From an optimization exercise on the open Yosys and OpenROAD flow, aimed at small area and a short achievable clock period; shortcuts taken in it are not production practice. Function was checked by simulation only, so behaviour that the tests miss may differ from the original.

==> v30: inputs <==
## spi_wrapper
module spi_wrapper
(
  input  logic clk,
  input  logic rst_n,
  input  logic MOSI,
  output logic MISO,
  input  logic SS_n
);
==> module spi_ram, before the edit <==
module spi_ram
(
  input  logic       clk,
  input  logic       rst_n,
  input  logic [9:0] frame_i,
  input  logic       rx_valid_i,
  output logic [7:0] rd_byte_o
);
  localparam int L  = 12;
  localparam int NT = 22;
  logic [7:0] ring_q [NT-1][L];
  logic [7:0] ring4_q [4];
  logic [3:0] phase_q;         
  logic [8:0] wr_loc_q;        
  logic       wr_loc_set_q;    
  logic [7:0] wr_data_q;
  logic       wr_pend_q;
  logic       wr_hit_q;        
  logic [3:0] rd_idx_q;        
  logic [5:0] rd_hi_q;         
  logic [3:0] rd_lo_q;         
  logic [7:0] rd_byte_q;
  logic cmd_wa, cmd_wd, cmd_ra;
  logic [8:0] w_loc;
  logic [3:0] w_phase_nx;
  logic [8:0] w_wr_loc_nx;
  logic       w_wr_pend_nx;
  logic       w_cap;
  logic [3:0] w_idx_p1;
  logic [7:0] w_head;
  logic [NT-1:0] w_wr_ring;
  logic [5:0] w_new_hi;
  logic [3:0] w_new_lo;
  function automatic logic [8:0] loc_of(input logic [7:0] a);
    logic [5:0] hi;
    hi = a[7:2] - 6'd42;
    if (a[7:2] < 6'd42) loc_of = {a[7:3], 1'b0, a[2:0]};
    else                loc_of = {hi[4:0], 2'b10, a[1:0]};
  endfunction
  function automatic logic at_head(input logic [4:0] rng, input logic [3:0] idx, input logic [3:0] ph);
    at_head = (idx[1:0] == ph[1:0]) && (rng == 5'd21 || idx[3:2] == ph[3:2]);
  endfunction
  assign cmd_wa = rx_valid_i && (frame_i[9:8] == spi_wrapper_pkg::c_CMD_WR_ADDR);
  assign cmd_wd = rx_valid_i && (frame_i[9:8] == spi_wrapper_pkg::c_CMD_WR_DATA);
  assign cmd_ra = rx_valid_i && (frame_i[9:8] == spi_wrapper_pkg::c_CMD_RD_ADDR);
  assign w_loc  = loc_of(frame_i[7:0]);
  assign w_phase_nx = (phase_q == 4'd11) ? 4'd0 : phase_q + 4'd1;
  always_ff @(posedge clk) phase_q <= w_phase_nx;
  always_comb begin
    w_wr_loc_nx = wr_loc_q;
    if (cmd_wa) w_wr_loc_nx = w_loc;
    else if (cmd_wd && !wr_loc_set_q) w_wr_loc_nx = '0;
  end
  assign w_wr_pend_nx = cmd_wd || (wr_pend_q && !wr_hit_q);
  always_ff @(posedge clk) begin
    wr_loc_q  <= w_wr_loc_nx;
    wr_pend_q <= w_wr_pend_nx;
    wr_hit_q  <= w_wr_pend_nx && at_head(w_wr_loc_nx[8:4], w_wr_loc_nx[3:0], w_phase_nx);
    if (rx_valid_i) wr_data_q <= frame_i[7:0];
  end
  for (genvar t = 0; t < NT; t++) begin : g_dec
    assign w_wr_ring[t] = (wr_loc_q[8:4] == 5'(t));
  end
  for (genvar t = 0; t < NT - 1; t++) begin : g_ring
    always_ff @(posedge clk) begin
      for (int i = 0; i < L - 1; i++) ring_q[t][i] <= ring_q[t][i+1];
      ring_q[t][L-1] <= (wr_hit_q && w_wr_ring[t]) ? wr_data_q : ring_q[t][0];
    end
  end
  always_ff @(posedge clk) begin
    for (int i = 0; i < 3; i++) ring4_q[i] <= ring4_q[i+1];
    ring4_q[3] <= (wr_hit_q && w_wr_ring[NT-1]) ? wr_data_q : ring4_q[0];
  end
  for (genvar h = 0; h < 6; h++) begin : g_hi
    assign w_new_hi[h] = (w_loc[8:6] == 3'(h));
  end
  for (genvar l = 0; l < 4; l++) begin : g_lo
    assign w_new_lo[l] = (w_loc[5:4] == 2'(l));
  end
  assign w_idx_p1 = (w_loc[3:0] == 4'd11) ? 4'd0 : w_loc[3:0] + 4'd1;
  always_ff @(posedge clk or negedge rst_n) begin
    if (!rst_n) begin
      wr_loc_set_q <= 1'b0;
      rd_idx_q     <= 4'd1;
      rd_hi_q      <= 6'b000001;
      rd_lo_q      <= 4'b0001;
    end else begin
      if (cmd_wa || cmd_wd) wr_loc_set_q <= 1'b1;
      if (cmd_ra) begin
        rd_idx_q <= w_idx_p1;
        rd_hi_q  <= w_new_hi;
        rd_lo_q  <= w_new_lo;
      end
    end
  end
  always_comb begin
    logic [7:0] grp;
    w_head = '0;
    for (int h = 0; h < 6; h++) begin
      grp = '0;
      for (int l = 0; l < 4; l++) begin
        if (4 * h + l < NT - 1)       grp |= rd_lo_q[l] ? ring_q[4*h+l][L-1] : 8'd0;
        else if (4 * h + l == NT - 1) grp |= rd_lo_q[l] ? ring4_q[3] : 8'd0;
      end
      w_head |= rd_hi_q[h] ? grp : 8'd0;
    end
  end
  assign w_cap = (rd_idx_q[1:0] == phase_q[1:0]) &&
                 ((rd_hi_q[5] && rd_lo_q[1]) || rd_idx_q[3:2] == phase_q[3:2]);
  always_ff @(posedge clk) begin
    if (w_cap) rd_byte_q <= w_head;
  end
  assign rd_byte_o = rd_byte_q;
endmodule
clock: 5.5 ns
lec_check: 0
cap_margin: 20
core_margin: 2
core_utilization: 72
cts_cluster_diameter: 60
cts_cluster_size: 30
setup_slack_margin: 3.3
slew_margin: 20
standard.sh (not shown) runs the stock make flow with config.mk's settings and CLKGATE_MAP_FILE= SYNTH_SCRIPT=/design/flow/synth_recipe.tcl, a recipe that flattens the netlist after the stock synthesis.
==> flow/flow/run.sh <==
#!/bin/bash
# Standard layout, with one placement step added: the flip-flop that drives
# the MISO port is placed next to the port before global placement, then
# released so detailed placement can legalise it. Everything else is
# the standard.sh (standard synthesis, floorplan, CTS, routing, finish).
set -euo pipefail
RES="$PWD/orfs/results/$FLOW_PLATFORM/spi_wrapper/base"
bash standard.sh "$RES/3_2_place_iop.odb" > std_to_place_iop.log 2>&1
openroad -no_init -exit flow/pin_out_ff.tcl > pin_out_ff.log 2>&1
BUFFER_PORTS_ARGS="-buffer_cell sky130_fd_sc_hd__buf_4" bash standard.sh "$RES/3_3_place_gp.odb" > std_place_gp.log 2>&1
openroad -no_init -exit flow/release_out_ff.tcl > release_out_ff.log 2>&1
bash standard.sh > std_finish.log 2>&1
==> flow/flow/pin_out_ff.tcl <==
# Place the register driving each output port on the core row next to the
# port and mark it FIRM so global placement keeps it there.
set res "$::env(PWD)/orfs/results/$::env(FLOW_PLATFORM)/spi_wrapper/base"
read_db $res/3_2_place_iop.odb
set block [ord::get_db_block]
set rows [$block getRows]
foreach bt [$block getBTerms] {
  if {[$bt getIoType] ne "OUTPUT"} { continue }
  set net [$bt getNet]
  set drv ""
  foreach it [$net getITerms] {
    if {[$it getIoType] eq "OUTPUT"} { set drv [$it getInst] }
  }
  if {$drv eq ""} { continue }
  set bb [$bt getBBox]
  set px [expr {([$bb xMin] + [$bb xMax]) / 2}]
  set py [expr {([$bb yMin] + [$bb yMax]) / 2}]
  # nearest row, then the nearest site in it that keeps the cell inside the row
  set best ""; set bestd 1e18
  foreach row $rows {
    set rb [$row getBBox]
    set cy [expr {([$rb yMin] + [$rb yMax]) / 2}]
    set d [expr {abs($cy - $py)}]
    if {$d < $bestd} { set bestd $d; set best $row }
  }
  set rb [$best getBBox]
  set sw [[$best getSite] getWidth]
  set w [[$drv getMaster] getWidth]
  set x [expr {max([$rb xMin], min($px - $w / 2, [$rb xMax] - $w))}]
  set x [expr {[$rb xMin] + (($x - [$rb xMin]) / $sw) * $sw}]
  $drv setOrient [$best getOrient]
  $drv setLocation $x [$rb yMin]
  $drv setPlacementStatus FIRM
  puts "placed [$drv getName] for port [$bt getName] at $x [$rb yMin]"
}
write_db $res/3_2_place_iop.odb
==> flow/flow/release_out_ff.tcl <==
# Let the registers placed by pin_out_ff.tcl move again for legalisation.
set res "$::env(PWD)/orfs/results/$::env(FLOW_PLATFORM)/spi_wrapper/base"
read_db $res/3_3_place_gp.odb
set block [ord::get_db_block]
foreach inst [$block getInsts] {
  if {[$inst getPlacementStatus] eq "FIRM"} {
    $inst setPlacementStatus PLACED
    puts "released [$inst getName] at [$inst getLocation]"
  }
}
write_db $res/3_3_place_gp.odb
==> v34: changes against v30 <==
--- a/flow/design.v
+++ b/flow/design.v
@@ -104,3 +104,3 @@
   logic       w_cap;
-  logic [3:0] w_idx_p1;
+  logic       w_same;
   logic [7:0] w_head;
@@ -155,3 +155,2 @@
   end
-  assign w_idx_p1 = (w_loc[3:0] == 4'd11) ? 4'd0 : w_loc[3:0] + 4'd1;
   always_ff @(posedge clk or negedge rst_n) begin
@@ -159,3 +158,3 @@
       wr_loc_set_q <= 1'b0;
-      rd_idx_q     <= 4'd1;
+      rd_idx_q     <= '0;
       rd_hi_q      <= 6'b000001;
@@ -165,3 +164,3 @@
       if (cmd_ra) begin
-        rd_idx_q <= w_idx_p1;
+        rd_idx_q <= w_loc[3:0];
         rd_hi_q  <= w_new_hi;
@@ -177,4 +176,4 @@
       for (int l = 0; l < 4; l++) begin
-        if (4 * h + l < NT - 1)       grp |= rd_lo_q[l] ? ring_q[4*h+l][L-1] : 8'd0;
-        else if (4 * h + l == NT - 1) grp |= rd_lo_q[l] ? ring4_q[3] : 8'd0;
+        if (4 * h + l < NT - 1)       grp |= rd_lo_q[l] ? ring_q[4*h+l][0] : 8'd0;
+        else if (4 * h + l == NT - 1) grp |= rd_lo_q[l] ? ring4_q[0] : 8'd0;
       end
@@ -183,6 +182,7 @@
   end
-  assign w_cap = (rd_idx_q[1:0] == phase_q[1:0]) &&
-                 ((rd_hi_q[5] && rd_lo_q[1]) || rd_idx_q[3:2] == phase_q[3:2]);
-  always_ff @(posedge clk) begin
-    if (w_cap) rd_byte_q <= w_head;
+  assign w_cap  = (rd_idx_q[1:0] == phase_q[1:0]) &&
+                  ((rd_hi_q[5] && rd_lo_q[1]) || rd_idx_q[3:2] == phase_q[3:2]);
+  assign w_same = wr_hit_q && rd_hi_q[wr_loc_q[8:6]] && rd_lo_q[wr_loc_q[5:4]];
+  always_ff @(posedge clk) begin
+    if (w_cap) rd_byte_q <= w_same ? wr_data_q : w_head;
   end
==> flow/run.sh (new file) <==
#!/bin/bash
# synth_recipe.tcl (not shown) runs the flow's synth.tcl, then flattens the netlist and writes it again
# the make line also repeats each setting of config.mk as NAME=value (left out here)
make -C /OpenROAD-flow-scripts/flow DESIGN_CONFIG=/design/flow/config.mk WORK_HOME=/design/flow/orfs CLKGATE_MAP_FILE= SYNTH_SCRIPT=/design/flow/synth_recipe.tcl finish
CTS_CLUSTER_DIAMETER = 50   (was 60)
CTS_CLUSTER_SIZE = 25   (was 30)
removed: flow/flow/run.sh
removed: flow/flow/pin_out_ff.tcl
removed: flow/flow/release_out_ff.tcl
removed: flow/standard.sh
==> v6: changes against v30 <==
--- a/flow/design.v
+++ b/flow/design.v
@@ -104,3 +104,3 @@
   logic       w_cap;
-  logic [3:0] w_idx_p1;
+  logic       w_same;
   logic [7:0] w_head;
@@ -155,3 +155,2 @@
   end
-  assign w_idx_p1 = (w_loc[3:0] == 4'd11) ? 4'd0 : w_loc[3:0] + 4'd1;
   always_ff @(posedge clk or negedge rst_n) begin
@@ -159,3 +158,3 @@
       wr_loc_set_q <= 1'b0;
-      rd_idx_q     <= 4'd1;
+      rd_idx_q     <= '0;
       rd_hi_q      <= 6'b000001;
@@ -165,3 +164,3 @@
       if (cmd_ra) begin
-        rd_idx_q <= w_idx_p1;
+        rd_idx_q <= w_loc[3:0];
         rd_hi_q  <= w_new_hi;
@@ -177,4 +176,4 @@
       for (int l = 0; l < 4; l++) begin
-        if (4 * h + l < NT - 1)       grp |= rd_lo_q[l] ? ring_q[4*h+l][L-1] : 8'd0;
-        else if (4 * h + l == NT - 1) grp |= rd_lo_q[l] ? ring4_q[3] : 8'd0;
+        if (4 * h + l < NT - 1)       grp |= rd_lo_q[l] ? ring_q[4*h+l][0] : 8'd0;
+        else if (4 * h + l == NT - 1) grp |= rd_lo_q[l] ? ring4_q[0] : 8'd0;
       end
@@ -183,6 +182,7 @@
   end
-  assign w_cap = (rd_idx_q[1:0] == phase_q[1:0]) &&
-                 ((rd_hi_q[5] && rd_lo_q[1]) || rd_idx_q[3:2] == phase_q[3:2]);
-  always_ff @(posedge clk) begin
-    if (w_cap) rd_byte_q <= w_head;
+  assign w_cap  = (rd_idx_q[1:0] == phase_q[1:0]) &&
+                  ((rd_hi_q[5] && rd_lo_q[1]) || rd_idx_q[3:2] == phase_q[3:2]);
+  assign w_same = wr_hit_q && rd_hi_q[wr_loc_q[8:6]] && rd_lo_q[wr_loc_q[5:4]];
+  always_ff @(posedge clk) begin
+    if (w_cap) rd_byte_q <= w_same ? wr_data_q : w_head;
   end
==> flow/run.sh (new file) <==
#!/bin/bash
# synth_recipe.tcl (not shown) runs the flow's synth.tcl, then flattens the netlist and writes it again
# the make line also repeats each setting of config.mk as NAME=value (left out here)
make -C /OpenROAD-flow-scripts/flow DESIGN_CONFIG=/design/flow/config.mk WORK_HOME=/design/flow/orfs CLKGATE_MAP_FILE= SYNTH_SCRIPT=/design/flow/synth_recipe.tcl finish
SETUP_SLACK_MARGIN = 3.6   (was 3.3)
removed: flow/flow/run.sh
removed: flow/flow/pin_out_ff.tcl
removed: flow/flow/release_out_ff.tcl
removed: flow/standard.sh
==> notes <==
Count of clock-buffer cells in the layout: v34 > v6 > v30.
Against v34, the wire length of v6 is smaller by about 1.6%.
Against v34, the hold slack of v30 is worse by 0.0044 ns.
Of v30 and v6, v6 has the higher register-to-register slack (gap 0.19 ns).
Fmax: v30 is higher than v34 (2.1%).
Setup slack: v30 > v6 > v34.
Synthesized cell count: v34 is larger than v30 (0.22%).

separate check: timing with driven ports:
No port has a modelled driver above. Below, the same layouts with a new extraction and two added sets of constraints.
Step 1, drivers: a clkbuf_16 drives clk and a buf_2 each remaining input, both assumed.
Step 2 times the ports against the registers' clock, not the clock port: input delays grow and output delays shrink by t, the midpoint of the rising clock arrivals with the driver on.
Three values: ideal ports, drivers, drivers and shift; two values: the first two.
run | t, ns | slack for setup (ns) | pins driven straight from the clock port
v30 | 0.720 | 3.228 / 3.162 / 3.293 | 1
v34 | 0.750 | 3.180 / 3.114 / 2.919 | 1
v6 | 0.727 | 3.200 / 3.133 / 2.990 | 1
After both steps every run listed still meets setup and hold. The setup slack of v34, which loses most, moves by -0.066 ns with the drivers and by -0.261 ns with both steps.
